Context: an optimization exercise on an open-source flow, tuned for small area and a short achievable clock period. The choices shown serve that exercise and are no tape-out recipe. The RTL was checked by simulation tests, not by an equivalence proof against the original design. No driver is modelled on the clock port, so clock power and skew are understated where the tree is cut down; a real chip needs a root buffer or a tree. No activity file was given, so power comes from the tool's default toggle rates.

**design/flow/design.v**
```verilog
package sa_pkg;
    localparam int SA_ROW   = 9;
    localparam int SA_WIDTH = 9;
    localparam int SA_DEPTH = 16;
    typedef enum logic [1:0] {
        IDLE  = 2'd0,
        PRE   = 2'd1,
        DATA  = 2'd2,
        FLUSH = 2'd3
    } state_t;
    function automatic int cnt_width(input int n);
        cnt_width = (n > 1) ? $clog2(n) : 1;
    endfunction
endpackage
module sync_fifo
#(
    parameter int WIDTH = sa_pkg::SA_WIDTH,
    parameter int DEPTH = sa_pkg::SA_DEPTH
) (
    input  logic             i_clk,
    input  logic             i_rst_n,
    input  logic             push,
    input  logic             pop,
    input  logic [WIDTH-1:0] wdata,
    output logic [WIDTH-1:0] rdata,
    output logic             empty,
    output logic             full,
    output logic             full_d
);
    localparam int CW = $clog2(DEPTH) + 1;
    logic [WIDTH-1:0] mem [DEPTH];
    logic [CW-1:0]    count_q;
    logic [WIDTH-1:0] rdata_q, head;
    logic             empty_q, full_q, empty_d, nempty_q;
    logic             pop_ok, one, almost;
    logic [DEPTH-1:0] rsel;
    assign pop_ok  = pop & ~empty_q;
    assign one     = (count_q == CW'(1));
    assign almost  = (count_q == CW'(DEPTH - 1));
    assign empty_d = ~push & (empty_q | (one & pop));
    assign full_d  = ~pop & (full_q | (almost & push));
    always_comb begin
        for (int e = 0; e < DEPTH; e++) rsel[e] = (count_q == CW'(e + 1));
        head = '0;
        for (int e = 0; e < DEPTH; e++) head = head | (mem[e] & {WIDTH{rsel[e]}});
    end
    assign rdata = rdata_q;
    assign empty_q = ~nempty_q;
    assign empty = empty_q;
    assign full  = full_q;
    always_ff @(posedge i_clk or negedge i_rst_n) begin
        if (!i_rst_n) begin
            count_q <= '0;
            rdata_q <= '0;
            nempty_q <= 1'b0;
            full_q  <= 1'b0;
        end else begin
            nempty_q <= ~empty_d;
            full_q  <= full_d;
            if (pop_ok) rdata_q <= head;
            if (push != pop_ok) count_q <= push ? count_q + CW'(1) : count_q - CW'(1);
        end
    end
    always_ff @(posedge i_clk) begin
        if (push) begin
            mem[0] <= wdata;
            for (int e = 1; e < DEPTH; e++) mem[e] <= mem[e-1];
        end
    end
endmodule
module row_skew_fifo_bank
#(
    parameter int ROW   = sa_pkg::SA_ROW,
    parameter int WIDTH = sa_pkg::SA_WIDTH,
    parameter int DEPTH = sa_pkg::SA_DEPTH
) (
    input  logic                 i_clk,
    input  logic                 i_rst_n,
    input  logic                 i_valid,
    input  logic                 i_last,
    input  logic [ROW*WIDTH-1:0] i_data,
    output logic                 o_ready,
    input  logic [ROW-1:0]       i_read_enable,
    output logic [ROW-1:0]       o_fifo_empty,
    output logic [ROW*WIDTH-1:0] o_data,
    output logic                 o_busy
);
    sa_pkg::state_t             state_q, state_d;
    logic [ROW-1:0]             zmask_q, zmask_d;
    logic [ROW-1:0]             push, full, full_d, empty;
    logic [ROW-1:0][WIDTH-1:0]  wdata, rdata;
    logic                       stall_q, stall_d, ready_q, ready_d, busy_q, busy_d;
    logic                       data_q, last_step, accept;
    assign accept    = ready_q & i_valid;
    assign last_step = (state_q == sa_pkg::PRE) ? zmask_q[1] : ~zmask_q[1];
    assign data_q    = (state_q == sa_pkg::DATA);
    always_comb begin
        state_d = state_q;
        zmask_d = zmask_q;
        case (state_q)
            sa_pkg::IDLE: begin
                if (i_valid) begin
                    state_d = sa_pkg::PRE;
                    zmask_d = ROW'(1) << (ROW - 1);
                end
            end
            sa_pkg::PRE: begin
                if (!stall_q) begin
                    if (last_step) begin
                        state_d = sa_pkg::DATA;
                        zmask_d = '0;
                    end else begin
                        zmask_d = zmask_q | (zmask_q >> 1);
                    end
                end
            end
            sa_pkg::DATA: begin
                if (accept && i_last) begin
                    state_d = sa_pkg::FLUSH;
                    zmask_d = {1'b0, {(ROW-1){1'b1}}};
                end
            end
            sa_pkg::FLUSH: begin
                if (!stall_q) begin
                    if (last_step) begin
                        state_d = sa_pkg::IDLE;
                        zmask_d = '0;
                    end else begin
                        zmask_d = zmask_q & (zmask_q >> 1);
                    end
                end
            end
            default: begin
                state_d = sa_pkg::IDLE;
                zmask_d = '0;
            end
        endcase
    end
    always_comb begin
        for (int r = 0; r < ROW; r++) begin
            push[r]  = accept | (zmask_q[r] & ~stall_q);
            wdata[r] = i_data[r*WIDTH +: WIDTH] & {WIDTH{data_q}};
        end
    end
    assign stall_d = |full_d;
    assign ready_d = (state_d == sa_pkg::DATA) & ~stall_d;
    assign busy_d  = (state_d != sa_pkg::IDLE);
    always_ff @(posedge i_clk or negedge i_rst_n) begin
        if (!i_rst_n) begin
            state_q <= sa_pkg::IDLE;
            zmask_q <= '0;
            stall_q <= 1'b0;
            ready_q <= 1'b0;
            busy_q  <= 1'b0;
        end else begin
            state_q <= state_d;
            zmask_q <= zmask_d;
            stall_q <= stall_d;
            ready_q <= ready_d;
            busy_q  <= busy_d;
        end
    end
    for (genvar r = 0; r < ROW; r++) begin : g_row
        sync_fifo #(
            .WIDTH (WIDTH),
            .DEPTH (DEPTH)
        ) u_fifo (
            .i_clk   (i_clk),
            .i_rst_n (i_rst_n),
            .push    (push[r]),
            .pop     (i_read_enable[r]),
            .wdata   (wdata[r]),
            .rdata   (rdata[r]),
            .empty   (empty[r]),
            .full    (full[r]),
            .full_d  (full_d[r])
        );
    end
    assign o_ready      = ready_q;
    assign o_busy       = busy_q;
    assign o_fifo_empty = empty;
    assign o_data       = rdata;
endmodule
```
**design/flow/constraint.sdc**
```tcl
create_clock -name core_clock -period 5.5 [get_ports {i_clk}]
set_input_delay 1.1000 -clock core_clock [delete_from_list [all_inputs] [get_ports {i_clk}]]
set_output_delay 1.1000 -clock core_clock [all_outputs]
set_load 0.01 [all_outputs]
```
**design/flow/standard.sh**
```bash
#!/bin/bash
# synth_recipe.tcl (not shown) runs the flow's synth.tcl, then flattens the netlist and writes it again
# the make line also repeats each setting of config.mk as NAME=value (left out here)
make -C /OpenROAD-flow-scripts/flow DESIGN_CONFIG=/design/flow/config.mk WORK_HOME=/design/flow/orfs CLKGATE_MAP_FILE= SYNTH_SCRIPT=/design/flow/synth_recipe.tcl "${@:-finish}"
```
**design/flow/config.mk**
```make
export PLATFORM = sky130hd
export DESIGN_NAME = row_skew_fifo_bank
export DESIGN_NICKNAME = row_skew_fifo_bank
export VERILOG_FILES = /design/flow/design.v
export SDC_FILE = /design/flow/constraint.sdc
export NUM_CORES = 4
export LEC_CHECK = 0
export CAP_MARGIN = 20
export CORE_MARGIN = 2
export CORE_UTILIZATION = 60
export SETUP_SLACK_MARGIN = 3.35
export SLEW_MARGIN = 20
```
**design/flow/flow/post_cts.tcl**
```tcl
set block [ord::get_db_block]
set root [$block findInst clkbuf_0_i_clk]
if { $root != "NULL" } {
  set in_net [[$root findITerm A] getNet]
  set out_net [[$root findITerm X] getNet]
  set loads {}
  foreach it [$out_net getITerms] {
    if { [$it getInst] != $root } { lappend loads $it }
  }
  if { [llength $loads] <= 4 && [llength [$out_net getBTerms]] == 0 } {
    puts "post_cts: removing root clock buffer, [llength $loads] loads move to [$in_net getName]"
    foreach it $loads {
      $it disconnect
      $it connect $in_net
    }
    odb::dbInst_destroy $root
    odb::dbNet_destroy $out_net
    estimate_parasitics -placement
    repair_timing_helper -setup
    detailed_placement
    check_placement -verbose
  } else {
    puts "post_cts: root clock buffer kept, [llength $loads] loads"
  }
}
```
**design/flow/flow/run.sh**
```bash
#!/bin/bash
set -e
HERE=$(cd "$(dirname "$0")" && pwd)
export CTS_ARGS="-sink_clustering_enable -repair_clock_nets -dont_use_dummy_load -sink_clustering_size 25 -sink_clustering_max_diameter 100"
export BUFFER_PORTS_ARGS="-buffer_cell sky130_fd_sc_hd__buf_2"
export POST_CTS_TCL="$HERE/post_cts.tcl"
bash standard.sh > standard.log 2>&1
```
==> reports/results.ini, run 1 <==
[critical_path]
crit_fanout=2
critPathKind=reg -> out
crit_arrival_ns=1.30
worst_setup_path_end_kind=primary output
critPathLaunchType=flop
required_ns=4.40

[yosys]
synth-seq-cells=1454
ys_types=73
avgSynthCellArea_um2=15.8
synth_area_um2=57600
synthFlopType=edfxtp_1
ys_warn_count=3
ys_seq_area_share_pct=74.4
async_reset_ff_share_pct=10.9
synth.net_count=3803
synth-edff-count=1296
syn_inst=3654

[power_and_ir_drop]
p_seq_share_pct=53.7
switchingPower_mw=15.4
internal_power_mw=27.8
leakage_nw=22.7
clock_power_share_pct=12.6
switching_share_pct=35.7
ir_drop_v=0.000782
p_comb_share_pct=33.6
p_per_area_nw_per_um2=666

[routing]
vias=34500
wl_per_cell_um=26.7
finalWirelength_um=140000
avgViaCountPerCell=6.59
first_iter_violations=4421
ant_nets=0
drc=0
firstDrtPassIters=6

[placement]
post-place-ws_ns=1.84
port_buffers=185
globalplace.congestion=0.870
dp_cells=4961
hpwlAfterDp_um=82900

[floorplan]
core_um2=95200
design.die.area_um2=98500
rows=113
die_y_um=314
ios=186
fp.dieW_um=314
start_util_pct=60.6

[clock_network]
cts.sinks=1454
cts_tree=built
clock_latency_ns=0.66
path_clk_slew_ns=0.10

[grt]
grt_first_pass_wirelength_um=209000
grt_max_degree=146
gr-total-overflow=0
grt_usage_pct=27.7
grt_pass1_vias=34200
antenna_found_initial=5

[final_layout]
layout.nets=4118
final_common_cell=edfxtp_1
final_cell_mix=edfxtp_1, mux2i_1, buf_4, nand2_1, buf_2
final_cells=5233
drive_gt1_share_pct=19.7
area_growth_pct=12.7

[sta]
finalHoldViolCount=0
slew_headroom_pct=44.3
max_slew.worst_pin.slew_ns=0.835
fmax_ghz=0.417
setup_violations=0
fin_ws_ns=3.10
period_minus_slack_ns=2.40
rsz0062_at_grt=yes
period_share_pct=43.6
tns_ns=0
finalClockSkew_ns=0.0557
drv_slew=0

[run]
drv_cap=0

[worst_hold_path]
hp-class=in -> async

[run_status]
status=timing/DRC/antenna clean

==> worst max-delay path: stages (launching register included) <==
cell     delay (ns)
dfrtp_1        0.41
inv_2          0.12
buf_6          0.12
==> state kept, by name, summed over array words and instances (netlist names) <==
register	cells
zmask_q	9
busy_q	1
g_row.u_fifo.nempty_q	9
g_row.u_fifo.full_q	9
g_row.u_fifo.mem	1296
stall_q	1
g_row.u_fifo.rdata_q	81
g_row.u_fifo.count_q	45
state_q	2
ready_q	1
==> metal layers <==
metal  wire, µm  up-vias  track usage, %
met2      65500     1601            42.8
met1      59800    17700            41.6
met3      10400      254            4.06
met4       3810        6            7.98
met5         31        -               0
li1           -    15000               -
==> synth_stat cells (all sizes together) (33+ instances only) <==
cell    instances  area (µm²)
edfxtp       1296       38900
mux2i         224        2240
nand2         180         678
nor2          167         627
a21oi         158         825
dfrtp         158        3950
a22oi         126         946
and2          116         728
o21ai         105         529
clkbuf        100         375
nand3          87         435
buf            85         419
nor3           56         280
ha             55         688
nor2b          55         344
inv            50         193
a221oi         49         429
and3           45         283
xnor2          44         385
a31oi          43         269
o22ai          40         250
o32a           33         330
==> kinds of logic (layout without fill, tap and decap cells) <==
group | Yosys count | after routing | synth area share (%)
xor+xnor | 46 | 46 | 0.699
buf+inv | 242 | 555 | 1.76
fa+ha+maj | 55 | 55 | 1.19
other cells | 0 | 1 | 0
flops | 1454 | 1454 | 74.4
compound gates | 798 | 798 | 9.84
simple gates | 783 | 783 | 6.75
mux | 276 | 276 | 5.36
==> layout make-up <==
cell class,count,area [µm²]
tap,1265,1580
inverter,57,275
clock buffer,68,1700
timing repair buffer,425,3630
multi-input combinational,1958,14700
timing repair inverter,5,43.8
antenna,1,2.50
sequential,1454,42900
fill,6524,30200
==> metrics by stage <==
step | power, mW | utilization [%] | cell area, µm² | hold WS (ns)
after floorplan | 30.5 | - | 57700 | 0.417
after global placement | 34.6 | 62.9 | 59800 | 0.423
after detailed placement | 35.2 | 62.9 | 59800 | 0.431
after global routing | 45.2 | 68.2 | 64900 | 0.422
final | 43.2 | 68.2 | 64900 | 0.412
==> power groups by stage <==
stage	Clock [mW]	Sequential, mW	Combinational, mW
floorplan	0	22.2	8.32
global route	5.92	23.8	15.5
finish	5.45	23.2	14.5
global placement	0	23.2	11.4
detailed placement	0	23.5	11.7
==> path summary, 6_finish.rpt <==
kind	start	end	slack [ns]	cells after the start
min reg2reg	g_row[1].u_fifo.mem[3][4]	g_row[1].u_fifo.mem[4][4]	0.42	0
min	i_rst_n	g_row[8].u_fifo.rdata_q[0]	0.41	1
max reg2reg	g_row[2].u_fifo.count_q[0]	stall_q	3.25	7
max	g_row[2].u_fifo.nempty_q	o_fifo_empty[2]	3.10	2
min in group core_clock	g_row[1].u_fifo.mem[3][4]	g_row[1].u_fifo.mem[4][4]	0.42	0
max in group asynchronous	i_rst_n	g_row[1].u_fifo.rdata_q[1]	3.83	2
==> run 2, diff against run 1 <==
--- a/design/flow/design.v
+++ b/design/flow/design.v
@@ -30,7 +30,7 @@
     localparam int CW = $clog2(DEPTH) + 1;
     logic [WIDTH-1:0] mem [DEPTH];
     logic [CW-1:0]    count_q;
-    logic [WIDTH-1:0] rdata_q, head;
+    logic [WIDTH-1:0] rdata_q, rdata_d;
     logic             empty_q, full_q, empty_d, nempty_q;
     logic             pop_ok, one, almost;
     logic [DEPTH-1:0] rsel;
@@ -40,9 +40,9 @@
     assign empty_d = ~push & (empty_q | (one & pop));
     assign full_d  = ~pop & (full_q | (almost & push));
     always_comb begin
-        for (int e = 0; e < DEPTH; e++) rsel[e] = (count_q == CW'(e + 1));
-        head = '0;
-        for (int e = 0; e < DEPTH; e++) head = head | (mem[e] & {WIDTH{rsel[e]}});
+        for (int e = 0; e < DEPTH; e++) rsel[e] = pop & (count_q == CW'(e + 1));
+        rdata_d = rdata_q & {WIDTH{~pop_ok}};
+        for (int e = 0; e < DEPTH; e++) rdata_d = rdata_d | (mem[e] & {WIDTH{rsel[e]}});
     end
     assign rdata = rdata_q;
     assign empty_q = ~nempty_q;
@@ -57,7 +57,7 @@
         end else begin
             nempty_q <= ~empty_d;
             full_q  <= full_d;
-            if (pop_ok) rdata_q <= head;
+            rdata_q <= rdata_d;
             if (push != pop_ok) count_q <= push ? count_q + CW'(1) : count_q - CW'(1);
         end
     end
==> run 2 against run 1 <==
Via count shrank 6.3%; power down 13%; flip-flop and latch count did not move; combinational power shrank about 40%; hold slack got worse by 0.0026 ns; die area is 5.0% lower; final area fell by 3.5%; global-route usage up 0.17 points; sequential share of layout area is 2.4 points higher; area after synthesis is 5.1% lower.
==> reports/results.ini, run 2 <==
[worst_hold_path]
hp-class=reg -> reg

[placement]
dp_cells=4465
dpl_cell_area_um2=57100
globalplace.congestion=0.844
port_buffers=185
hpwlAfterDp_um=75000

[final_layout]
area_growth_pct=14.5
final_cell_mix=edfxtp_1, a22oi_1, buf_4, buf_2, dfrtp_1
final_cells=4784
fin_area_um2=62600
largest_register_ffs=1296
final_common_cell=edfxtp_1
regMostFlops=g_row.u_fifo.mem
fillCellCount=5904
largestRegisters=g_row.u_fifo.mem: 1296 flops, g_row.u_fifo.rdata_q: 81 flops, g_row.u_fifo.count_q: 45 flops
drive_gt1_share_pct=22.6
layout.nets=3754

[power_and_ir_drop]
power_mw=37.7
p_per_area_nw_per_um2=602
switchingPower_mw=12.3
internal_power_mw=25.4
ir_drop_v=0.000749
leakage_nw=21.7
clock_power_share_pct=14.4
switching_share_pct=32.5
p_seq_share_pct=62.3
p_comb_share_pct=23.3

[sta]
finalHoldViolCount=0
tns_ns=0
fmax_ghz=0.417
finalClockSkew_ns=0.0521
max_slew.worst_pin.slew_ns=0.955
slew_headroom_pct=36.3
rsz0062_at_grt=yes
drv_slew=0
period_minus_slack_ns=2.40
period_share_pct=43.7
setup_violations=0

[critical_path]
crit_arrival_ns=1.30
cpPeakStageDelay_ns=0.41
crit_fanout=2
worst_setup_path_end_kind=primary output
critPathLaunchType=flop
worst-path-buf-inv=2
cp_top_family=flip-flops
path_cells=inv_2, buf_6
required_ns=4.40
critPathKind=reg -> out
critPathSlowestCell=dfrtp_1

[routing]
drc=0
ant_nets=0
vias=32300
avgViaCountPerCell=6.76
first_iter_violations=4758
finalWirelength_um=135000
firstDrtPassIters=7
wl_per_cell_um=28.2

[yosys]
synth_area_um2=54700
yosys-top-cells-count=edfxtp_1, a22oi_1, dfrtp_1, and2_1, nand2_1
synth_fa_ha_area_share_pct=1.29
ys_types=77
synth-edff-count=1296
synthFlopType=edfxtp_1
synth_top_family_by_area=compound AO/OA/AOI/OAI gates
async_reset_ff_share_pct=10.9
syn_inst=3194
synth_top_area_share_pct=71.1
yosys.area_share.xor_xnor_pct=0.704
synth.net_count=3343
synth-seq-cells=1454
synth-simple-area-share_pct=7.33
muxShareOfSynthArea_pct=0.0389
synth_top_area_cell=edfxtp_1
synthTopCellsByArea=edfxtp_1, dfrtp_1, a22oi_1
synth_compound_area_share_pct=10.9
ys_warn_count=3
ys_seq_area_share_pct=78.4
avgSynthCellArea_um2=17.1
yosys.cell_count.top_type=edfxtp_1

[grt]
grt_pass1_vias=31600
gr-total-overflow=0
grt_first_pass_wirelength_um=197000
grt_max_degree=84
antenna_found_initial=6
grt_usage_pct=27.9

[clock_network]
cts_tree=built
path_clk_slew_ns=0.10
cts.sinks=1454
clock_latency_ns=0.67

[floorplan]
rows=110
fp.dieW_um=306
design.die.area_um2=93600
die_y_um=306
start_util_pct=60.7
ios=186
core_um2=90100

[run_status]
status=timing/DRC/antenna clean

[run]
drv_cap=0

## run 2: cell type report
cell class	count	area, µm²	area share [%]
well taps	1176	1470	2.35
multi-input cells	1558	12500	20.0
repair buffers	443	3530	5.63
diodes	5	12.5	0.0200
repair inverters	16	151	0.242
inverters	64	355	0.567
clock buffers	68	1700	2.72
flip-flops and latches	1454	42900	68.5
## run 2: cell families (layout without fill, tap and decap cells)
logic type,count (synthesis),in the layout
muxes,2,2
buffers and inverters,187,591
DFF,1454,1454
AOI/OAI and AO/OA,759,759
other,0,5
xor gates and xnor gates,44,44
and+or+nand+nor,691,696
adders and majority gates,57,57
## run 2: per-stage QoR
stage          setup WS (ns)  utilization, %  hold slack, ns
5_1_grt                 3.05            69.5           0.423
6_report                3.10            69.5           0.409
3_5_place_dp            1.68            63.4           0.427
3_3_place_gp            1.82            63.4           0.427
2_1_floorplan           1.30               -           0.417
## run 2: final timing paths
kind	cells past startpoint	end	start	slack, ns
max	2	o_fifo_empty[6]	g_row[6].u_fifo.nempty_q	3.10
min	0	g_row[4].u_fifo.mem[10][1]	g_row[4].u_fifo.mem[9][1]	0.41
max reg2reg	7	stall_q	ready_q	3.20
min reg2reg	0	g_row[4].u_fifo.mem[10][1]	g_row[4].u_fifo.mem[9][1]	0.41
max in group asynchronous	2	g_row[1].u_fifo.count_q[3]	i_rst_n	3.79
min in group asynchronous	1	g_row[4].u_fifo.rdata_q[1]	i_rst_n	0.51
## run 2: worst register-to-register path, delay by kind of cell (launching register included)
kind | cells | cell delay (ns)
and+or+nand+nor | 3 | 1.01
DFF | 1 | 0.46
AOI/OAI and AO/OA | 2 | 0.42
buffers and inverters | 2 | 0.30
## run 2: routing by layer
layer	track usage [%]	share of wire (%)	vias up
li1	-	-	13900
met1	40.2	40	16500
met5	0	0.020	-
met3	5.47	9.4	240
met4	7.98	2.7	4
met2	43.9	47	1720
## run 2: power groups by stage
stage,Sequential (mW),Clock (mW),Combinational [mW]
3_3_place_gp,23.4,0,6.39
2_1_floorplan,22.3,0,4.71
5_1_grt,24.1,5.91,9.43
3_5_place_dp,23.6,0,6.68
6_report,23.5,5.42,8.77
==> run 3, diff against run 2 <==
--- a/design/flow/flow/post_cts.tcl
+++ b/design/flow/flow/post_cts.tcl
@@ -1,5 +1,9 @@
 set block [ord::get_db_block]
 set root [$block findInst clkbuf_0_i_clk]
+proc pc_center { inst } {
+  set b [$inst getBBox]
+  return [list [expr {([$b xMin] + [$b xMax]) / 2}] [expr {([$b yMin] + [$b yMax]) / 2}]]
+}
 if { $root != "NULL" } {
   set in_net [[$root findITerm A] getNet]
   set out_net [[$root findITerm X] getNet]
@@ -7,7 +11,37 @@
   foreach it [$out_net getITerms] {
     if { [$it getInst] != $root } { lappend loads $it }
   }
-  if { [llength $loads] <= 4 && [llength [$out_net getBTerms]] == 0 } {
+  set ok 1
+  foreach it $loads {
+    set m [[$it getInst] getMaster]
+    if { ![string match "sky130_fd_sc_hd__clkbuf_*" [$m getName]] || [$it getMTerm] != [$m findMTerm A] } { set ok 0 }
+  }
+  if { $ok && [llength $loads] <= 8 && [llength [$out_net getBTerms]] == 0 } {
+    while { [llength $loads] > 4 } {
+      set best {}
+      set bestd -1
+      for {set i 0} {$i < [llength $loads]} {incr i} {
+        for {set j [expr {$i + 1}]} {$j < [llength $loads]} {incr j} {
+          lassign [pc_center [[lindex $loads $i] getInst]] x1 y1
+          lassign [pc_center [[lindex $loads $j] getInst]] x2 y2
+          set d [expr {abs($x1 - $x2) + abs($y1 - $y2)}]
+          if { $bestd < 0 || $d < $bestd } { set bestd $d; set best [list $i $j] }
+        }
+      }
+      lassign $best i j
+      set keep [[lindex $loads $i] getInst]
+      set drop [[lindex $loads $j] getInst]
+      set keep_net [[$keep findITerm X] getNet]
+      set drop_net [[$drop findITerm X] getNet]
+      puts "post_cts: merging [$drop getName] into [$keep getName]"
+      foreach it [$drop_net getITerms] {
+        if { [$it getInst] != $drop } { $it disconnect; $it connect $keep_net }
+      }
+      [$drop findITerm A] disconnect
+      odb::dbInst_destroy $drop
+      odb::dbNet_destroy $drop_net
+      set loads [lreplace $loads $j $j]
+    }
     puts "post_cts: removing root clock buffer, [llength $loads] loads move to [$in_net getName]"
     foreach it $loads {
       $it disconnect
--- a/design/flow/config.mk
+++ b/design/flow/config.mk
@@ -8,5 +8,5 @@
 export CAP_MARGIN = 20
 export CORE_MARGIN = 2
 export CORE_UTILIZATION = 60
-export SETUP_SLACK_MARGIN = 3.35
+export SETUP_SLACK_MARGIN = 3.45
 export SLEW_MARGIN = 20
==> run 3 against run 2 <==
Critical path depth up 8; global-route usage grew 1.8 points; final area increased by 6.0%; core utilization grew 4.2 points; routed wire length grew 6.5%; sequential share of layout area fell by 3.9 points; hold slack better by 0.0017 ns; critical endpoint is now g_row[0].u_fifo.mem[15][4]; largest cell class unchanged; combinational power up about 30%; register-to-register slack improved by 0.12 ns.
==> reports/results.ini, run 3 <==
[run_status]
status=timing/DRC/antenna clean

[critical_path]
required_ns=5.76
critPathLaunchType=input pin
cp_common_cell=buf_12
path_cells=buf_8, and2_4, buf_12, a21oi_4, buf_6, buf_6, clkinvlp_4, buf_12, buf_12, buf_12
cpPeakStageDelay_ns=0.22
crit_arrival_ns=2.58
worst_setup_path_end_kind=flop
critPathKind=in -> reg
critPathSlowestCell=buf_12
crit_fanout=7

[sta]
drv_slew=0
fmax_ghz=0.430
rsz0062_at_grt=yes
max_slew.worst_pin.slew_ns=0.974
period_minus_slack_ns=2.33
fin_ws_ns=3.17
finalClockSkew_ns=0.0544
setup_violations=0
period_share_pct=42.3
slew_headroom_pct=35.1
finalHoldViolCount=0
tns_ns=0

[floorplan]
start_util_pct=60.7
fp.dieW_um=306
ios=186
core_um2=90100
rows=110
design.die.area_um2=93600
die_y_um=306

[yosys]
synth-edff-count=1296
synth_top_area_share_pct=71.1
yosys.cell_count.top_type=edfxtp_1
synthFlopType=edfxtp_1
avgSynthCellArea_um2=17.1
ys_types=77
ys_seq_area_share_pct=78.4
ys_warn_count=3
syn_inst=3194
synth-seq-cells=1454
synthTopCellsByArea=edfxtp_1, dfrtp_1, a22oi_1
synth_top_area_cell=edfxtp_1
synth_area_um2=54700
async_reset_ff_share_pct=10.9
yosys-top-cells-count=edfxtp_1, a22oi_1, dfrtp_1, and2_1, nand2_1
synth.net_count=3343

[final_layout]
area_growth_pct=21.4
fillCellCount=5368
largest_register_ffs=1296
regMostFlops=g_row.u_fifo.mem
drive_gt1_share_pct=29.3
layout.nets=3975
final_common_cell=edfxtp_1
fin_area_um2=66400
final_cell_mix=edfxtp_1, a22oi_1, buf_4, buf_2, dfrtp_1
largestRegisters=g_row.u_fifo.mem: 1296 flops, g_row.u_fifo.rdata_q: 81 flops, g_row.u_fifo.count_q: 45 flops

[power_and_ir_drop]
power_mw=40.1
ir_drop_v=0.000393
p_per_area_nw_per_um2=604
leakage_nw=23.4

[routing]
vias=33900
drc=0
firstDrtPassIters=9
wl_per_cell_um=28.7
avgViaCountPerCell=6.77
ant_nets=0
finalWirelength_um=143000
first_iter_violations=4927

[grt]
grt_usage_pct=29.6
grt_pass1_vias=33300
antenna_found_initial=6
grt_first_pass_wirelength_um=210000
grt_max_degree=82
gr-total-overflow=0

[placement]
hpwlAfterDp_um=75000
globalplace.congestion=0.844
port_buffers=185
dpl_cell_area_um2=57100
post-place-ws_ns=1.68

[clock_network]
path_clk_slew_ns=0.09
cts.sinks=1454
clock_latency_ns=0.52

[run]
drv_cap=0

[worst_hold_path]
hp-class=reg -> reg

[run 3: changes by cell type in the layout (fill, tap and decap cells not counted), sizes merged, moves of 3 or more]
cell    delta
buf      +185
clkbuf     -3
clkinv    +14
diode      -3
inv        +7
nor2      +12
[run 3: path summary, 6_finish.rpt]
path	start	endpoint	slack, ns	cells past startpoint
min	g_row[4].u_fifo.mem[9][1]	g_row[4].u_fifo.mem[10][1]	0.41	0
max	i_valid	g_row[0].u_fifo.mem[15][4]	3.17	10
max in group asynchronous	i_rst_n	g_row[1].u_fifo.count_q[3]	3.64	2
min reg2reg	g_row[4].u_fifo.mem[9][1]	g_row[4].u_fifo.mem[10][1]	0.41	0
min in group asynchronous	i_rst_n	g_row[4].u_fifo.rdata_q[1]	0.66	1
max reg2reg	stall_q	stall_q	3.32	5
[run 3: final cells by class]
class / count / area [µm²] / share of cell area (%)
Antenna cell: 2 / 5.00 / 0.00754
Tap cell: 1176 / 1470 / 2.22
Inverter: 64 / 362 / 0.544
Timing Repair inverter: 39 / 599 / 0.902
Sequential cell: 1454 / 42900 / 64.6
Timing Repair Buffer: 631 / 6110 / 9.20
Clock buffer: 63 / 1580 / 2.37
Multi-Input combinational cell: 1573 / 13400 / 20.1
[run 3: critical path, delay by kind of cell]
family	cells	cell delay, ns
compound gates	1	0.15
buf+inv	8	1.11
simple gates	1	0.20
[run 3: layer usage]
layer  GRT usage [%]  vias up  wire length (µm)
li1                -    14300                 -
met1            42.3    17200             57000
met2            46.9     1955             68100
met3            5.48      343             13700
met4            9.60        8              4680
met5               0        -                53
[run 3: kinds of logic after synthesis]
logic type	after synthesis	synth area share (%)
AO/OA/AOI/OAI	759	10.9
XOR/XNOR	44	0.704
adder cells (fa/ha/maj)	57	1.29
buffers and inverters	187	1.40
flip-flops	1454	78.4
multiplexers	2	0.0389
AND/OR/NAND/NOR	691	7.33
[run 3: through the flow]
step	std cells	hold slack, ns	util (%)
finish	5002	0.411	73.7
global route	5001	0.423	73.7
detailed placement	4465	0.427	63.4
global placement	4464	0.427	63.4
floorplan	3194	0.417	-
[run 3: power breakdown]
| group | total (mW) | internal [mW] | switching (mW) |
|---|---|---|---|
| Clock | 5.18 | 2.04 | 3.14 |
| Sequential | 23.6 | 20.1 | 3.50 |
| Combinational | 11.4 | 4.76 | 6.64 |
==> run 4, diff against run 3 <==
--- a/design/flow/config.mk
+++ b/design/flow/config.mk
@@ -8,5 +8,6 @@
 export CAP_MARGIN = 20
 export CORE_MARGIN = 2
 export CORE_UTILIZATION = 60
-export SETUP_SLACK_MARGIN = 3.45
+export SETUP_SLACK_MARGIN = 3.25
 export SLEW_MARGIN = 20
+export TNS_END_PERCENT = 5
==> run 4 against run 3 <==
Hold slack worse by 0.015 ns; still clean on timing, DRC and antenna; power decreased by 9.3%; largest power group unchanged; sequential share of layout area rose by 6.1 points.
==> reports/results.ini, run 4 <==
[critical_path]
critPathLaunchType=input pin
cpPeakStageDelay_ns=0.67
rr_startpoint=g_row[5].u_fifo.count_q[4]
ff2ff_path_depth=6
worstReg2RegEnd=stall_q
worst_setup_path_end_kind=flop
crit_arrival_ns=2.74
crit_fanout=10
reg2reg_slack_ns=3.26
required_ns=5.92
path_cells=buf_2, nand3b_1, nor2_2, a22oi_1, and4_1, nand4_1
critPathSlowestCell=nor2_2
critPathKind=in -> reg

[floorplan]
start_util_pct=60.7
core_um2=90100
ios=186
rows=110
fp.dieW_um=306
die_y_um=306
design.die.area_um2=93600

[final_layout]
largestRegisters=g_row.u_fifo.mem: 1296 flops, g_row.u_fifo.rdata_q: 81 flops, g_row.u_fifo.count_q: 45 flops
fillCellCount=6105
final_cell_mix=edfxtp_1, a22oi_1, buf_2, dfrtp_1, nand4_1
drive_gt1_share_pct=17.2
post-route-util_pct=67.3
final_common_cell=edfxtp_1
layout.nets=3598
area_growth_pct=10.9
largest_register_ffs=1296
regMostFlops=g_row.u_fifo.mem
final_cells=4625

[placement]
hpwlAfterDp_um=74800
globalplace.congestion=0.831
post-place-ws_ns=1.69
dp_cells=4469
port_buffers=185

[worst_hold_path]
hold_start=g_row[4].u_fifo.mem[1][2]
min_to=g_row[4].u_fifo.mem[2][2]
hp-class=reg -> reg
min_path_cells=0

[power_and_ir_drop]
switching_share_pct=32.2
p_comb_share_pct=21.2
p_seq_share_pct=64.7
ir_drop_v=0.000458
leakage_nw=20.9
p_per_area_nw_per_um2=600
internal_power_mw=24.7
switchingPower_mw=11.7
clock_power_share_pct=14.1

[yosys]
yosys.cell_count.top_type=edfxtp_1
syn_inst=3194
synth_top_area_share_pct=71.1
ys_seq_area_share_pct=78.4
avgSynthCellArea_um2=17.1
synth.net_count=3343
ys_types=77
yosys-top-cells-count=edfxtp_1, a22oi_1, dfrtp_1, and2_1, nand2_1
synthFlopType=edfxtp_1
synth_top_area_cell=edfxtp_1
async_reset_ff_share_pct=10.9
synthTopCellsByArea=edfxtp_1, dfrtp_1, a22oi_1
synth-edff-count=1296
synth_area_um2=54700
synth-seq-cells=1454
ys_warn_count=3

[sta]
setup_violations=0
slew_headroom_pct=35.2
finalClockSkew_ns=0.0525
max_slew.worst_pin.slew_ns=0.972
drv_slew=0
rsz0062_at_grt=yes
fin_ws_ns=3.17
tns_ns=0
period_share_pct=42.3
finalHoldViolCount=0
holdWs_ns=0.396
fmax_ghz=0.430
period_minus_slack_ns=2.33

[run_status]
status=timing/DRC/antenna clean

[grt]
gr-total-overflow=0
antenna_found_initial=8
grt_usage_pct=27.3
grt_first_pass_wirelength_um=194000
grt_max_degree=113
grt_pass1_vias=31100

[clock_network]
cts.sinks=1454
path_clk_slew_ns=0.10
clock_latency_ns=0.49

[routing]
wl_per_cell_um=28.3
first_iter_violations=4809
vias=31800
drc=0
ant_nets=0
firstDrtPassIters=8
finalWirelength_um=131000
avgViaCountPerCell=6.87

[run]
drv_cap=0

-- run 4: cell types whose count changed in the layout (fill, tap and decap cells not counted), moves of 28 or more --
cell / delta
buf_4: -213
buf_6: -82
buf_2: +38
buf_12: -52
nor2_4: -30
a22oi_1: +28
a22oi_2: -28
-- run 4: area by class of cell --
type	count	area, µm²	share of cell area [%]
Tap cell	1176	1470	2.43
Antenna cell	2	5.00	0.00825
Inverter	64	354	0.584
Timing Repair inverter	2	17.5	0.0289
Timing Repair Buffer	305	2270	3.74
Multi-Input combinational cell	1559	12100	19.9
Clock buffer	63	1580	2.60
Sequential cell	1454	42900	70.7
-- run 4: worst max-delay path: cells and delay by family --
family | cells | cell delay (ns)
compound gates | 1 | 0.22
simple gates | 4 | 1.20
buf+inv | 1 | 0.22
-- run 4: logic make-up (layout without fill, tap and decap cells) --
kind of cell | after synthesis | count (layout) | share of synthesized area, %
other | 0 | 2 | 0
buffers and inverters | 187 | 434 | 1.40
adder cells (fa/ha/maj) | 57 | 57 | 1.29
flip-flops | 1454 | 1454 | 78.4
AND/OR/NAND/NOR | 691 | 697 | 7.33
multiplexers | 2 | 2 | 0.0389
XOR/XNOR | 44 | 44 | 0.704
AO/OA/AOI/OAI | 759 | 759 | 10.9
-- run 4: power groups by stage --
stage	clock network [mW]	logic [mW]	registers [mW]
after global routing	5.62	8.36	24.1
final	5.13	7.72	23.5
after floorplan	0	4.68	22.4
after detailed placement	0	6.67	23.6
after global placement	0	6.38	23.4
-- run 4: routing by layer --
metal	vias to the layer above	GRT usage, %	share of wire, %
met5	-	0.155	0.018
li1	13500	-	-
met1	16300	40.1	41
met2	1728	42.6	47
met3	219	4.76	9.1
met4	4	7.88	2.2
-- run 4: worst max path at each step --
| stage | slack [ns] | from | endpoint | cells after the start |
|---|---|---|---|---|
| floorplan | 1.30 | i_valid | g_row[8].u_fifo.count_q[3] | 7 |
| global placement | 1.81 | i_valid | g_row[0].u_fifo.mem[9][3] | 6 |
| detailed placement | 1.69 | i_valid | g_row[0].u_fifo.mem[9][3] | 6 |
| global route | 3.13 | i_read_enable[6] | g_row[6].u_fifo.rdata_q[0] | 6 |
| finish | 3.17 | i_read_enable[6] | g_row[6].u_fifo.rdata_q[1] | 6 |
-- run 4: stage by stage --
step / power [mW] / cell area (µm²)
2_1_floorplan: 27.1 / 54700
3_3_place_gp: 29.8 / 57100
3_5_place_dp: 30.3 / 57100
5_1_grt: 38.1 / 60700
6_report: 36.4 / 60700
==> run 5, diff against run 4 <==
--- a/design/flow/config.mk
+++ b/design/flow/config.mk
@@ -8,6 +8,6 @@
 export CAP_MARGIN = 20
 export CORE_MARGIN = 2
 export CORE_UTILIZATION = 60
-export SETUP_SLACK_MARGIN = 3.25
+export SETUP_SLACK_MARGIN = 3.4
 export SLEW_MARGIN = 20
 export TNS_END_PERCENT = 5
==> run 5 against run 4 <==
Sequential share of layout area down 2.0 points; combinational power up 12%; routed wire length up 3.3%; flip-flop and latch count unchanged; clock skew up 0.0015 ns; final area up 3.0%; clock power about the same; first-iteration DRC count down 1.5%; synthesized cell count unchanged; critical path type unchanged.
==> reports/results.ini, run 5 <==
[power_and_ir_drop]
clock_power_share_pct=13.8
ir_drop_v=0.000455
p_per_area_nw_per_um2=597
p_comb_share_pct=23.1
leakage_nw=21.7
switching_share_pct=32.5
internal_power_mw=25.2
switchingPower_mw=12.1
power_mw=37.3
p_seq_share_pct=63.1

[critical_path]
worst_setup_path_end_kind=flop
critPathLaunchType=input pin
crit_arrival_ns=2.67
required_ns=5.88
critPathKind=in -> reg
crit_fanout=7

[run]
drv_cap=0

[final_layout]
largest_register_ffs=1296
layout.nets=3728
drive_gt1_share_pct=21.6
largestRegisters=g_row.u_fifo.mem: 1296 flops, g_row.u_fifo.rdata_q: 81 flops, g_row.u_fifo.count_q: 45 flops
regMostFlops=g_row.u_fifo.mem
final_common_cell=edfxtp_1
final_cell_mix=edfxtp_1, a22oi_1, buf_4, buf_2, dfrtp_1
area_growth_pct=14.2

[routing]
vias=32400
firstDrtPassIters=9
avgViaCountPerCell=6.82
wl_per_cell_um=28.5
finalWirelength_um=135000
ant_nets=0
drc=0
first_iter_violations=4735

[yosys]
synth-edff-count=1296
ys_warn_count=3
synthFlopType=edfxtp_1
synth_top_area_share_pct=71.1
syn_inst=3194
avgSynthCellArea_um2=17.1
synth.net_count=3343
synth-seq-cells=1454
synth_area_um2=54700
synthTopCellsByArea=edfxtp_1, dfrtp_1, a22oi_1
yosys-top-cells-count=edfxtp_1, a22oi_1, dfrtp_1, and2_1, nand2_1
ys_seq_area_share_pct=78.4
async_reset_ff_share_pct=10.9
ys_types=77
yosys.cell_count.top_type=edfxtp_1
synth_top_area_cell=edfxtp_1

[sta]
fmax_ghz=0.437
drv_slew=0
finalHoldViolCount=0
max_slew.worst_pin.slew_ns=0.988
period_minus_slack_ns=2.29
rsz0062_at_grt=yes
finalClockSkew_ns=0.0540
setup_violations=0
period_share_pct=41.6
tns_ns=0
slew_headroom_pct=34.1

[floorplan]
start_util_pct=60.7
die_y_um=306
design.die.area_um2=93600
ios=186
fp.dieW_um=306
rows=110
core_um2=90100

[grt]
grt_usage_pct=27.7
gr-total-overflow=0
antenna_found_initial=7
grt_max_degree=103
grt_pass1_vias=31500
grt_first_pass_wirelength_um=197000

[clock_network]
clock_latency_ns=0.50
path_clk_slew_ns=0.11
cts.sinks=1454

[placement]
port_buffers=185
hpwlAfterDp_um=74800
globalplace.congestion=0.831

[run_status]
status=timing/DRC/antenna clean

[worst_hold_path]
hp-class=reg -> reg

run 5: path summary, 6_finish.rpt:
path | slack (ns) | cells past startpoint | endpoint | startpoint
setup / recovery | 3.21 | 6 | stall_q | i_valid
hold / removal | 0.40 | 0 | g_row[4].u_fifo.mem[2][2] | g_row[4].u_fifo.mem[1][2]
setup reg to reg | 3.22 | 10 | g_row[8].u_fifo.rdata_q[5] | g_row[8].u_fifo.count_q[0]
hold reg to reg | 0.40 | 0 | g_row[4].u_fifo.mem[2][2] | g_row[4].u_fifo.mem[1][2]
max in group asynchronous | 3.72 | 2 | g_row[1].u_fifo.count_q[2] | i_rst_n
min in group asynchronous | 0.55 | 1 | g_row[5].u_fifo.rdata_q[3] | i_rst_n
run 5: layer usage:
layer	wire, µm	part of all wire (%)	global-route usage, %
met5	13	0.0096	0.207
met4	3260	2.4	7.87
met3	12500	9.2	4.69
met2	64000	47	43.6
met1	55600	41	40.7
run 5: kinds of logic after synthesis:
family                   after synthesis  synth area share, %
AO/OA/AOI/OAI                        759                 10.9
XOR/XNOR                              44                0.704
buffers and inverters                187                 1.40
AND/OR/NAND/NOR                      691                 7.33
adder cells (fa/ha/maj)               57                 1.29
multiplexers                           2               0.0389
flip-flops                          1454                 78.4
run 5: power by group through the flow:
stage               clock, mW  combinational, mW  sequential, mW
floorplan                   0               4.68            22.4
global placement            0               6.38            23.4
detailed placement          0               6.67            23.6
global route             5.62               9.26            24.1
finish                   5.15               8.61            23.5
run 5: critical path: stages:
cell     delay (ns)
buf_8          0.11
and2_4         0.23
a21oi_4        0.20
o22ai_4        0.11
or4_4          0.56
or3_1          0.35
run 5: metrics by stage:
step	instance area [µm²]	std cells	setup slack, ns	hold WS (ns)	util [%]
floorplan	54700	3194	1.30	0.417	-
global placement	57100	4467	1.81	0.422	63.4
detailed placement	57100	4469	1.69	0.432	63.4
global route	62500	4753	3.14	0.408	69.3
finish	62500	4756	3.21	0.395	69.3
run 5: cell type report:
type	instances	area, µm²
multi-input cells	1566	12600
fillers	5894	27700
inverters	64	344
well taps	1176	1470
repair inverters	4	35.0
flip-flops and latches	1454	42900
repair buffers	426	3480
diodes	3	7.51
clock buffers	63	1580
==> run 6, diff against run 5 <==
==> design/flow/config.mk (replaced) <==
export PLATFORM = sky130hd
export DESIGN_NAME = row_skew_fifo_bank
export DESIGN_NICKNAME = row_skew_fifo_bank
export VERILOG_FILES = /design/flow/design.v
export SDC_FILE = /design/flow/constraint.sdc
export NUM_CORES = 4
export LEC_CHECK = 0
export CAP_MARGIN = 10
export CORE_MARGIN = 2
export CORE_UTILIZATION = 60
export SETUP_SLACK_MARGIN = 3.25
export SLEW_MARGIN = 10
export TNS_END_PERCENT = 5
==> run 6 against run 5 <==
Combinational power is 9.8% lower; area after synthesis did not move; critical path type unchanged; critical endpoint unchanged; fmax shrank 2.3%; power down 2.1%; clock power about the same; core utilization decreased by 1.8 points; clock skew decreased by 0.0016 ns; global-route usage shrank 0.33 points; still clean.
==> reports/results.ini, run 6 <==
[placement]
dp_cells=4467
post-place-ws_ns=1.69
port_buffers=185
hpwlAfterDp_um=74600
globalplace.congestion=0.831

[yosys]
ys_seq_area_share_pct=78.4
yosys-top-cells-count=edfxtp_1, a22oi_1, dfrtp_1, and2_1, nand2_1
synth-seq-cells=1454
synth_top_area_cell=edfxtp_1
synth_top_area_share_pct=71.1
yosys.cell_count.top_type=edfxtp_1
synth_area_um2=54700
synth.net_count=3343
synth-edff-count=1296
ys_warn_count=3
syn_inst=3194
ys_types=77
avgSynthCellArea_um2=17.1
synthTopCellsByArea=edfxtp_1, dfrtp_1, a22oi_1
synthFlopType=edfxtp_1
async_reset_ff_share_pct=10.9

[critical_path]
worst-path-buf-inv=1
required_ns=5.86
worstReg2RegEnd=g_row[5].u_fifo.rdata_q[7]
critPathSlowestCell=or4_4
path_depth=6
worst_setup_path_end_kind=flop
reg2reg_slack_ns=3.28
critPathCapture=stall_q
critPathKind=in -> reg
cpPeakStageDelay_ns=0.55
path_cells=buf_4, and2_4, a21oi_4, o22ai_2, or4_4, or3_1
crit_start=i_valid
ff2ff_path_depth=6
rr_startpoint=g_row[5].u_fifo.count_q[4]
crit_fanout=7
critPathLaunchType=input pin
crit_arrival_ns=2.70
cp_top_family=simple AND/OR/NAND/NOR gates

[final_layout]
layout.nets=3605
final_cell_mix=edfxtp_1, a22oi_1, buf_2, dfrtp_1, buf_4
final_common_cell=edfxtp_1
largest_register_ffs=1296
post-route-util_pct=67.5
area_growth_pct=11.2
drive_gt1_share_pct=17.5
regMostFlops=g_row.u_fifo.mem
largestRegisters=g_row.u_fifo.mem: 1296 flops, g_row.u_fifo.rdata_q: 81 flops, g_row.u_fifo.count_q: 45 flops
final_cells=4631

[floorplan]
core_um2=90100
start_util_pct=60.7
die_y_um=306
fp.dieW_um=306
ios=186
rows=110
design.die.area_um2=93600

[grt]
antenna_found_initial=5
grt_usage_pct=27.4
grt_first_pass_wirelength_um=195000
grt_max_degree=113
grt_pass1_vias=31100
gr-total-overflow=0

[sta]
tns_ns=0
max_slew.worst_pin.slew_ns=0.992
period_share_pct=42.6
fmax_ghz=0.427
finalHoldViolCount=0
drv_slew=0
slew_headroom_pct=33.8
finalClockSkew_ns=0.0523
fin_ws_ns=3.16
setup_violations=0
period_minus_slack_ns=2.34
holdWs_ns=0.408
rsz0062_at_grt=yes

[clock_network]
clock_latency_ns=0.50
path_clk_slew_ns=0.10
cts.sinks=1454

[routing]
wl_met2_um=61700
vias=31800
wl_per_cell_um=28.4
met3WireLength_um=12700
firstDrtPassIters=7
drc=0
avgViaCountPerCell=6.87
ant_nets=0
drt-met1-wl_um=53900
first_iter_violations=4747
finalWirelength_um=131000
dr.max_layer_used=met5

[power_and_ir_drop]
p_per_area_nw_per_um2=600
ir_drop_v=0.000429
leakage_nw=20.9

[run]
drv_cap=0

[run_status]
status=timing/DRC/antenna clean

[worst_hold_path]
hp-class=reg -> reg

run 6: changes by cell type in the layout (fill, tap and decap cells not counted), sizes merged:
cell / previous run / this run
buf: 416 / 308
nor2: 93 / 88
and2: 121 / 118
bufbuf: 6 / 3
clkbuf: 67 / 64
diode: 3 / 1
inv: 63 / 61
clkinv: 1 / 2
run 6: final cells by class:
class | count | area (µm²)
sequential | 1454 | 42900
fill | 6059 | 29300
multi-input combinational | 1558 | 12200
timing repair buffer | 312 | 2330
clock buffer | 63 | 1580
tap | 1176 | 1470
inverter | 64 | 359
timing repair inverter | 3 | 26.3
antenna | 1 | 2.50
run 6: where the power goes:
group	switching (mW)	leakage, nW	internal, mW
Sequential	3.50	14.5	20.1
Combinational	5.20	5.69	2.57
Clock	3.10	0.776	2.04
run 6: cells by family (layout without fill, tap and decap cells):
group / count (synthesis) / after routing / share of synthesized area [%]
xor gates and xnor gates: 44 / 44 / 0.704
other: 0 / 1 / 0
and+or+nand+nor: 691 / 696 / 7.33
AOI/OAI and AO/OA: 759 / 759 / 10.9
adders and majority gates: 57 / 57 / 1.29
buffers and inverters: 187 / 442 / 1.40
DFF: 1454 / 1454 / 78.4
muxes: 2 / 2 / 0.0389
run 6: worst reg2reg max path, stage by stage (launching register included):
cell	delay, ns
dfrtp_4	0.61
inv_1	0.18
ha_1	0.25
and2_4	0.23
a222oi_1	0.34
nand4_1	0.12
or3_1	0.38
run 6: per-layer routing:
layer	GRT usage, %	vias up
li1	-	13600
met1	40.2	16300
met2	42.8	1732
met3	5.22	242
met4	7.37	2
met5	0	-
run 6: worst min path at each step:
stage                                 end                        from  slack (ns)  cells past startpoint
5_1_grt        g_row[4].u_fifo.mem[13][2]  g_row[4].u_fifo.mem[12][2]        0.40                      0
3_5_place_dp    g_row[3].u_fifo.mem[6][8]   g_row[3].u_fifo.mem[5][8]        0.43                      0
3_3_place_gp   g_row[3].u_fifo.mem[13][4]  g_row[3].u_fifo.mem[12][4]        0.42                      0
6_report        g_row[4].u_fifo.mem[1][0]   g_row[4].u_fifo.mem[0][0]        0.41                      0
2_1_floorplan  g_row[3].u_fifo.mem[10][6]   g_row[3].u_fifo.mem[9][6]        0.42                      0
run 6: through the flow:
stage,cell area [µm²],power [mW]
after detailed placement,57100,30.3
after global placement,57100,29.8
after global routing,60800,38.2
final,60800,36.5
after floorplan,54700,27.1
==> run 7, diff against run 6 <==
--- a/design/flow/config.mk
+++ b/design/flow/config.mk
@@ -8,6 +8,6 @@
 export CAP_MARGIN = 10
 export CORE_MARGIN = 2
 export CORE_UTILIZATION = 60
-export SETUP_SLACK_MARGIN = 3.25
+export SETUP_SLACK_MARGIN = 3.3
 export SLEW_MARGIN = 10
 export TNS_END_PERCENT = 5
==> run 7 against run 6 <==
Core utilization is 0.42 points higher; critical endpoint unchanged; worst setup slack gained 0.037 ns; non-clock buffer count up 21; still clean; combinational power increased by 2.8%; clock skew rose by 0.00060 ns; highest routed layer unchanged; largest cell class unchanged; cell count rose by 0.56%; critical path type unchanged; critical path depth is the same; largest power group unchanged.
==> reports/results.ini, run 7 <==
[floorplan]
start_util_pct=60.7
fp.dieW_um=306
rows=110
design.die.area_um2=93600
die_y_um=306
core_um2=90100
ios=186

[critical_path]
crit_arrival_ns=2.66
worst-path-buf-inv=1
critPathKind=in -> reg
path_depth=6
required_ns=5.86
cp_top_family=simple AND/OR/NAND/NOR gates
crit_start=i_valid
rr_startpoint=g_row[6].u_fifo.count_q[1]
critPathSlowestCell=or4_4
worstReg2RegEnd=g_row[6].u_fifo.rdata_q[8]
critPathLaunchType=input pin
path_cells=buf_6, and2_4, a21oi_4, o22ai_2, or4_4, or3_1
ff2ff_path_depth=7
cpPeakStageDelay_ns=0.56
critPathCapture=stall_q
crit_fanout=7
worst_setup_path_end_kind=flop
reg2reg_slack_ns=3.26

[worst_hold_path]
hp-class=reg -> reg

[run]
drv_cap=0

[grt]
grt_max_degree=113
grt_first_pass_wirelength_um=195000
grt_pass1_vias=31100
grt_usage_pct=27.4
antenna_found_initial=4
gr-total-overflow=0

[yosys]
synthTopCellsByArea=edfxtp_1, dfrtp_1, a22oi_1
synth_area_um2=54700
synthFlopType=edfxtp_1
synth-edff-count=1296
synth_top_area_cell=edfxtp_1
yosys-top-cells-count=edfxtp_1, a22oi_1, dfrtp_1, and2_1, nand2_1
ys_seq_area_share_pct=78.4
synth-seq-cells=1454
avgSynthCellArea_um2=17.1
async_reset_ff_share_pct=10.9
ys_types=77
synth.net_count=3343
ys_warn_count=3
syn_inst=3194
synth_top_area_share_pct=71.1
yosys.cell_count.top_type=edfxtp_1

[final_layout]
drive_gt1_share_pct=18.4
final_cell_mix=edfxtp_1, a22oi_1, buf_2, dfrtp_1, buf_4
fin_area_um2=61200
final_common_cell=edfxtp_1
largest_register_ffs=1296
largestRegisters=g_row.u_fifo.mem: 1296 flops, g_row.u_fifo.rdata_q: 81 flops, g_row.u_fifo.count_q: 45 flops
post-route-util_pct=67.9
area_growth_pct=11.9
regMostFlops=g_row.u_fifo.mem
layout.nets=3631

[clock_network]
cts.sinks=1454
clock_latency_ns=0.50
path_clk_slew_ns=0.10

[sta]
period_minus_slack_ns=2.31
slew_headroom_pct=34.1
finalHoldViolCount=0
fmax_ghz=0.434
drv_slew=0
period_share_pct=41.9
max_slew.worst_pin.slew_ns=0.988
tns_ns=0
finalClockSkew_ns=0.0529
holdWs_ns=0.407
rsz0062_at_grt=yes
setup_violations=0

[placement]
hpwlAfterDp_um=74600
dpl_cell_area_um2=57100
globalplace.congestion=0.831
port_buffers=185

[run_status]
status=timing/DRC/antenna clean

[power_and_ir_drop]
clock_power_share_pct=14.0
p_per_area_nw_per_um2=599
p_seq_share_pct=64.2
leakage_nw=21.1
ir_drop_v=0.000559
p_comb_share_pct=21.8
switchingPower_mw=11.9
internal_power_mw=24.8
switching_share_pct=32.4

[routing]
drc=0
firstDrtPassIters=9
wl_per_cell_um=28.5
first_iter_violations=4777
finalWirelength_um=133000
avgViaCountPerCell=6.87
vias=32000
ant_nets=0

run 7: cell counts after synthesis:
No cell type changed its count.
run 7: layout make-up:
class / count / area (µm²)
timing repair buffer: 333 / 2560
multi-input combinational: 1563 / 12300
fill: 6006 / 29000
sequential: 1454 / 42900
inverter: 64 / 359
antenna: 1 / 2.50
clock buffer: 63 / 1580
tap: 1176 / 1470
timing repair inverter: 3 / 26.3
run 7: per-stage QoR:
| stage | instances | power [mW] | setup WS [ns] |
|---|---|---|---|
| after floorplan | 3194 | 27.1 | 1.30 |
| after global placement | 4467 | 29.8 | 1.81 |
| after detailed placement | 4467 | 30.3 | 1.69 |
| after global routing | 4656 | 38.4 | 3.14 |
| final | 4657 | 36.7 | 3.19 |
run 7: how the worst min path moves through the flow:
| stage | slack, ns | from | endpoint | cells past startpoint |
|---|---|---|---|---|
| 6_report | 0.41 | g_row[4].u_fifo.mem[0][0] | g_row[4].u_fifo.mem[1][0] | 0 |
| 3_3_place_gp | 0.42 | g_row[3].u_fifo.mem[12][4] | g_row[3].u_fifo.mem[13][4] | 0 |
| 2_1_floorplan | 0.42 | g_row[3].u_fifo.mem[9][6] | g_row[3].u_fifo.mem[10][6] | 0 |
| 5_1_grt | 0.40 | g_row[4].u_fifo.mem[12][2] | g_row[4].u_fifo.mem[13][2] | 0 |
| 3_5_place_dp | 0.43 | g_row[3].u_fifo.mem[5][8] | g_row[3].u_fifo.mem[6][8] | 0 |
run 7: kinds of logic after synthesis:
family | Yosys count | synth area share [%]
buf+inv | 187 | 1.40
fa+ha+maj | 57 | 1.29
mux | 2 | 0.0389
xor+xnor | 44 | 0.704
simple gates | 691 | 7.33
compound gates | 759 | 10.9
flops | 1454 | 78.4
run 7: per-layer routing:
metal | GRT usage, % | vias up | wire [µm]
li1 | - | 13600 | -
met1 | 40.3 | 16400 | 54200
met2 | 42.8 | 1701 | 62700
met3 | 5.25 | 223 | 12600
met4 | 7.25 | 4 | 3050
met5 | 0 | - | 25
run 7: power groups by stage:
| stage | Sequential, mW | Combinational [mW] | Clock, mW |
|---|---|---|---|
| finish | 23.6 | 7.99 | 5.13 |
| global route | 24.1 | 8.65 | 5.63 |
| detailed placement | 23.6 | 6.67 | 0 |
| global placement | 23.4 | 6.38 | 0 |
| floorplan | 22.4 | 4.68 | 0 |
==> run 8, diff against run 7 <==
==> design/flow/config.mk (replaced) <==
export PLATFORM = sky130hd
export DESIGN_NAME = row_skew_fifo_bank
export DESIGN_NICKNAME = row_skew_fifo_bank
export VERILOG_FILES = /design/flow/design.v
export SDC_FILE = /design/flow/constraint.sdc
export NUM_CORES = 4
export LEC_CHECK = 0
export CAP_MARGIN = 20
export CORE_MARGIN = 2
export CORE_UTILIZATION = 70
export SETUP_SLACK_MARGIN = 3.25
export SLEW_MARGIN = 20
export TNS_END_PERCENT = 5
==> run 8 against run 7 <==
Register-to-register slack got worse by 0.02 ns; worst setup slack worse by 0.056 ns; global-route usage grew 3.1 points; clock power about the same; sequential share of layout area up 0.60 points; clock-buffer cell count unchanged; hold slack is essentially flat; final area decreased by 0.84%.
==> reports/results.ini, run 8 <==
[run_status]
status=timing/DRC/antenna clean

[yosys]
ys_types=77
synth_top_area_share_pct=71.1
synth_area_um2=54700
async_reset_ff_share_pct=10.9
avgSynthCellArea_um2=17.1
synth-seq-cells=1454
synth.net_count=3343
yosys-top-cells-count=edfxtp_1, a22oi_1, dfrtp_1, and2_1, nand2_1
ys_warn_count=3
synthTopCellsByArea=edfxtp_1, dfrtp_1, a22oi_1
ys_seq_area_share_pct=78.4
synth_top_area_cell=edfxtp_1
syn_inst=3194
yosys.cell_count.top_type=edfxtp_1
synthFlopType=edfxtp_1
synth-edff-count=1296

[routing]
firstDrtPassIters=6
drc=0
finalWirelength_um=127000
first_iter_violations=4765
vias=32200
ant_nets=0
wl_per_cell_um=28.3
avgViaCountPerCell=7.17

[sta]
drv_slew=0
period_minus_slack_ns=2.36
fmax_ghz=0.423
fin_ws_ns=3.14
max_slew.worst_pin.slew_ns=0.952
slew_headroom_pct=36.5
rsz0062_at_grt=yes
finalHoldViolCount=0
finalClockSkew_ns=0.0428
setup_violations=0
period_share_pct=42.9
tns_ns=0

[power_and_ir_drop]
leakage_nw=20.9
p_per_area_nw_per_um2=601
ir_drop_v=0.000391

[critical_path]
rr_startpoint=g_row[7].u_fifo.count_q[1]
crit_arrival_ns=2.74
required_ns=5.88
crit_fanout=7
ff2ff_path_depth=7
critPathKind=in -> reg
worstReg2RegEnd=g_row[7].u_fifo.rdata_q[1]
critPathLaunchType=input pin
crit_start=i_valid
critPathCapture=stall_q
worst_setup_path_end_kind=flop
reg2reg_slack_ns=3.24

[clock_network]
clock_latency_ns=0.49
cts.sinks=1454
path_clk_slew_ns=0.10

[floorplan]
ios=186
die_y_um=284
fp.dieW_um=284
design.die.area_um2=80400
core_um2=77500
start_util_pct=70.6
rows=102

[grt]
grt_first_pass_wirelength_um=189000
grt_pass1_vias=31600
antenna_found_initial=7
gr-total-overflow=0
grt_max_degree=147
grt_usage_pct=30.5

[final_layout]
area_growth_pct=10.9
final_cell_mix=edfxtp_1, a22oi_1, buf_2, dfrtp_1, buf_4
largestRegisters=g_row.u_fifo.mem: 1296 flops, g_row.u_fifo.rdata_q: 81 flops, g_row.u_fifo.count_q: 45 flops
drive_gt1_share_pct=17.9
regMostFlops=g_row.u_fifo.mem
largest_register_ffs=1296
layout.nets=3609
final_common_cell=edfxtp_1
post-route-util_pct=78.3
fillCellCount=4310

[placement]
hpwlAfterDp_um=73100
globalplace.congestion=0.881
port_buffers=185
post-place-ws_ns=1.86

[worst_hold_path]
hp-class=reg -> reg

[run]
drv_cap=0

==> run 8: where the power goes <==
part | switching, mW | internal [mW]
clock | 3.07 | 2.04
combinational | 5.19 | 2.58
sequential | 3.52 | 20.1
total | 11.8 | 24.7
==> run 8: cell type report <==
type	instances	area [µm²]	area share, %
multi-input cells	1559	12200	20.1
well taps	1040	1300	2.14
diodes	2	5.00	0.00825
repair buffers	316	2320	3.83
inverters	64	324	0.534
repair inverters	2	20.0	0.0330
flip-flops and latches	1454	42900	70.7
clock buffers	63	1580	2.60
==> run 8: critical path, stage by stage <==
cell and delay (ns):
buf_8 0.11, and2_4 0.21, a21oi_4 0.31, o22ai_4 0.14
or4_4 0.55, or3_1 0.32
==> run 8: worst min-delay path by stage <==
| stage | from | slack (ns) | end | cells after the start |
|---|---|---|---|---|
| floorplan | g_row[3].u_fifo.mem[9][6] | 0.42 | g_row[3].u_fifo.mem[10][6] | 0 |
| global placement | g_row[3].u_fifo.mem[13][3] | 0.42 | g_row[3].u_fifo.mem[14][3] | 0 |
| detailed placement | g_row[3].u_fifo.mem[1][3] | 0.43 | g_row[3].u_fifo.mem[2][3] | 0 |
| global route | g_row[4].u_fifo.mem[1][2] | 0.42 | g_row[4].u_fifo.mem[2][2] | 0 |
| finish | g_row[4].u_fifo.mem[1][2] | 0.41 | g_row[4].u_fifo.mem[2][2] | 0 |
==> run 8: per-layer routing <==
layer | global-route usage, % | routed length [µm] | vias up | part of all wire [%]
li1 | - | - | 13600 | -
met1 | 45.5 | 50100 | 16300 | 39
met2 | 47.1 | 60200 | 2140 | 47
met3 | 5.86 | 13600 | 285 | 11
met4 | 8.99 | 3530 | 6 | 2.8
met5 | 0 | 40 | - | 0.031
==> run 8: stage by stage <==
step / total power, mW / area (µm²) / hold WS [ns] / cells
floorplan: 27.1 / 54700 / 0.417 / 3194
global placement: 29.6 / 56900 / 0.420 / 4327
detailed placement: 30.2 / 56900 / 0.430 / 4327
global route: 38.1 / 60700 / 0.422 / 4500
finish: 36.5 / 60700 / 0.408 / 4500
==> run 8: cell families after synthesis <==
kind of cell    Yosys count  synth area share, %
xor+xnor                 44                0.704
fa+ha+maj                57                 1.29
mux                       2               0.0389
simple gates            691                 7.33
buf+inv                 187                 1.40
compound gates          759                 10.9
flops                  1454                 78.4
==> run 9, diff against run 8 <==
--- a/design/flow/config.mk
+++ b/design/flow/config.mk
@@ -7,7 +7,7 @@
 export LEC_CHECK = 0
 export CAP_MARGIN = 20
 export CORE_MARGIN = 2
-export CORE_UTILIZATION = 70
-export SETUP_SLACK_MARGIN = 3.25
+export CORE_UTILIZATION = 60
+export SETUP_SLACK_MARGIN = 3.2
 export SLEW_MARGIN = 20
 export TNS_END_PERCENT = 5
==> run 9 against run 8 <==
Fmax is 5.5% lower; sequential power is essentially flat; area after synthesis stayed put; synthesized cell count is the same; combinational power is 4.2% lower; largest cell class unchanged; clock power barely moved; critical endpoint is now g_row[6].u_fifo.rdata_q[3]; clock skew up 0.0094 ns; register-to-register slack worse by 0.11 ns.
==> reports/results.ini, run 9 <==
[run_status]
status=timing/DRC/antenna clean

[routing]
ant_nets=0
drc=0
firstDrtPassIters=7
wl_per_cell_um=28.3
finalWirelength_um=130000
avgViaCountPerCell=6.90
vias=31700
first_iter_violations=4698

[final_layout]
regMostFlops=g_row.u_fifo.mem
final_cell_mix=edfxtp_1, a22oi_1, buf_2, dfrtp_1, nand4_1
largest_register_ffs=1296
final_common_cell=edfxtp_1
final_cells=4593
fin_area_um2=60100
layout.nets=3566
area_growth_pct=9.95
drive_gt1_share_pct=15.8
largestRegisters=g_row.u_fifo.mem: 1296 flops, g_row.u_fifo.rdata_q: 81 flops, g_row.u_fifo.count_q: 45 flops

[floorplan]
rows=110
fp.dieW_um=306
ios=186
core_um2=90100
design.die.area_um2=93600
die_y_um=306
start_util_pct=60.7

[power_and_ir_drop]
ir_drop_v=0.000691
power_mw=36.1
leakage_nw=20.7
p_per_area_nw_per_um2=601

[sta]
rsz0062_at_grt=yes
period_share_pct=45.4
max_slew.worst_pin.slew_ns=1.07
finalHoldViolCount=0
fmax_ghz=0.400
setup_violations=0
finalClockSkew_ns=0.0522
tns_ns=0
period_minus_slack_ns=2.50
slew_headroom_pct=28.6
drv_slew=0

[yosys]
synth-edff-count=1296
synth_top_family_by_area=compound AO/OA/AOI/OAI gates
synth.net_count=3343
synth-seq-cells=1454
yosys.area_share.xor_xnor_pct=0.704
avgSynthCellArea_um2=17.1
synthFlopType=edfxtp_1
ys_types=77
synth_top_area_cell=edfxtp_1
synth_fa_ha_area_share_pct=1.29
yosys-top-cells-count=edfxtp_1, a22oi_1, dfrtp_1, and2_1, nand2_1
syn_inst=3194
synth_compound_area_share_pct=10.9
yosys.cell_count.top_type=edfxtp_1
synth_top_area_share_pct=71.1
synth-simple-area-share_pct=7.33
ys_seq_area_share_pct=78.4
async_reset_ff_share_pct=10.9
muxShareOfSynthArea_pct=0.0389
synth_area_um2=54700
ys_warn_count=3
synthTopCellsByArea=edfxtp_1, dfrtp_1, a22oi_1

[grt]
grt_max_degree=113
grt_pass1_vias=30900
antenna_found_initial=9
grt_first_pass_wirelength_um=193000
gr-total-overflow=0
grt_usage_pct=27.1

[critical_path]
worst_setup_path_end_kind=flop
worst-path-buf-inv=1
critPathSlowestCell=nor2_2
crit_arrival_ns=2.92
path_cells=buf_2, or3b_1, nor2_2, a221oi_1, and4_1, nand4_1
critPathKind=in -> reg
cp_top_family=simple AND/OR/NAND/NOR gates
cpPeakStageDelay_ns=0.60
critPathLaunchType=input pin
required_ns=5.92
crit_fanout=9

[clock_network]
path_clk_slew_ns=0.10
clock_latency_ns=0.49
cts.sinks=1454

[placement]
hpwlAfterDp_um=74800
globalplace.congestion=0.831
dpl_cell_area_um2=57100
port_buffers=185
dp_cells=4469

[run]
drv_cap=0

[worst_hold_path]
hp-class=reg -> reg

-- run 9: logic make-up after synthesis --
kind of cell    count (synthesis)
compound gates                759
xor+xnor                       44
fa+ha+maj                      57
buf+inv                       187
flops                        1454
mux                             2
simple gates                  691
-- run 9: path summary, 6_finish.rpt --
check                                           start                          to  slack (ns)  cells after the start
max reg2reg                g_row[6].u_fifo.count_q[0]  g_row[6].u_fifo.rdata_q[5]        3.13                      7
min reg2reg                 g_row[4].u_fifo.mem[1][2]   g_row[4].u_fifo.mem[2][2]        0.40                      0
max in group asynchronous                     i_rst_n  g_row[2].u_fifo.count_q[0]        3.73                      2
max                                  i_read_enable[6]  g_row[6].u_fifo.rdata_q[3]        3.00                      6
min in group asynchronous                     i_rst_n  g_row[5].u_fifo.rdata_q[3]        0.56                      1
min                         g_row[4].u_fifo.mem[1][2]   g_row[4].u_fifo.mem[2][2]        0.40                      0
-- run 9: where the power goes --
group	internal, mW	leakage [nW]	total [mW]	switching (mW)
clock	2.04	0.776	5.14	3.10
combinational	2.40	5.42	7.44	5.03
sequential	20.1	14.5	23.6	3.50
total	24.5	20.7	36.1	11.6
-- run 9: layout make-up --
class,instances,area [µm²]
clock buffers,63,1580
repair buffers,276,1930
flip-flops and latches,1454,42900
multi-input cells,1557,11900
inverters,64,333
fillers,6157,30000
well taps,1176,1470
diodes,2,5.00
repair inverters,1,8.76
-- run 9: layer usage --
metal,up-vias,track usage [%],wire length [µm]
met5,-,0.155,29
met4,4,7.56,3060
met3,248,4.44,11900
met2,1742,42.5,61400
met1,16200,40.1,53700
li1,13500,-,-
-- run 9: worst register-to-register path, delay by kind of cell (launching register included) --
kind / cells / cell delay (ns)
DFF: 1 / 0.44
and+or+nand+nor: 4 / 1.26
AOI/OAI and AO/OA: 1 / 0.20
adders and majority gates: 1 / 0.22
buffers and inverters: 1 / 0.17
-- run 9: through the flow --
step	hold WS (ns)	setup slack [ns]	util, %
final	0.395	3.00	66.7
after global routing	0.408	2.99	66.7
after detailed placement	0.432	1.69	63.4
after global placement	0.422	1.81	63.4
after floorplan	0.417	1.30	-

==> what the ideal ports hide <==
Ports are ideal in the flow. The routed layouts listed here were re-timed in OpenROAD.
Step 1 (the two cells are an assumption about what drives the block):
set clk [get_ports {i_clk}]
set_driving_cell -lib_cell sky130_fd_sc_hd__clkbuf_16 $clk
set_driving_cell -lib_cell sky130_fd_sc_hd__buf_2 [delete_from_list [all_inputs] $clk]
Step 2 also shifts input and output timing later by t, the mid clock arrival at the registers, as if the neighbouring blocks saw the same clock.
a / b / c = ideal ports / drivers / drivers and shift; a / b = the first two.
run	t (ns)	setup WS [ns]	worst setup path after step 2
run 1	0.711	3.104 / 3.030 / 2.471	input to register
run 2	0.719	3.099 / 3.029 / 2.479	input to register
run 3	0.640	3.174 / 3.099 / 2.609	input to register
run 4	0.625	3.174 / 3.060 / 2.607	input to register
run 5	0.631	3.211 / 3.096 / 2.665	input to register
run 6	0.633	3.157 / 3.041 / 2.608	input to register
run 7	0.635	3.194 / 3.038 / 2.636	input to register
run 8	0.605	3.139 / 3.068 / 2.569	input to register
run 9	0.627	3.001 / 3.007 / 2.436	input to register
After both steps setup and hold are still met in every run listed. For run 1, which loses most, drivers alone change the setup slack by -0.074 ns; drivers and shift together by -0.633 ns.
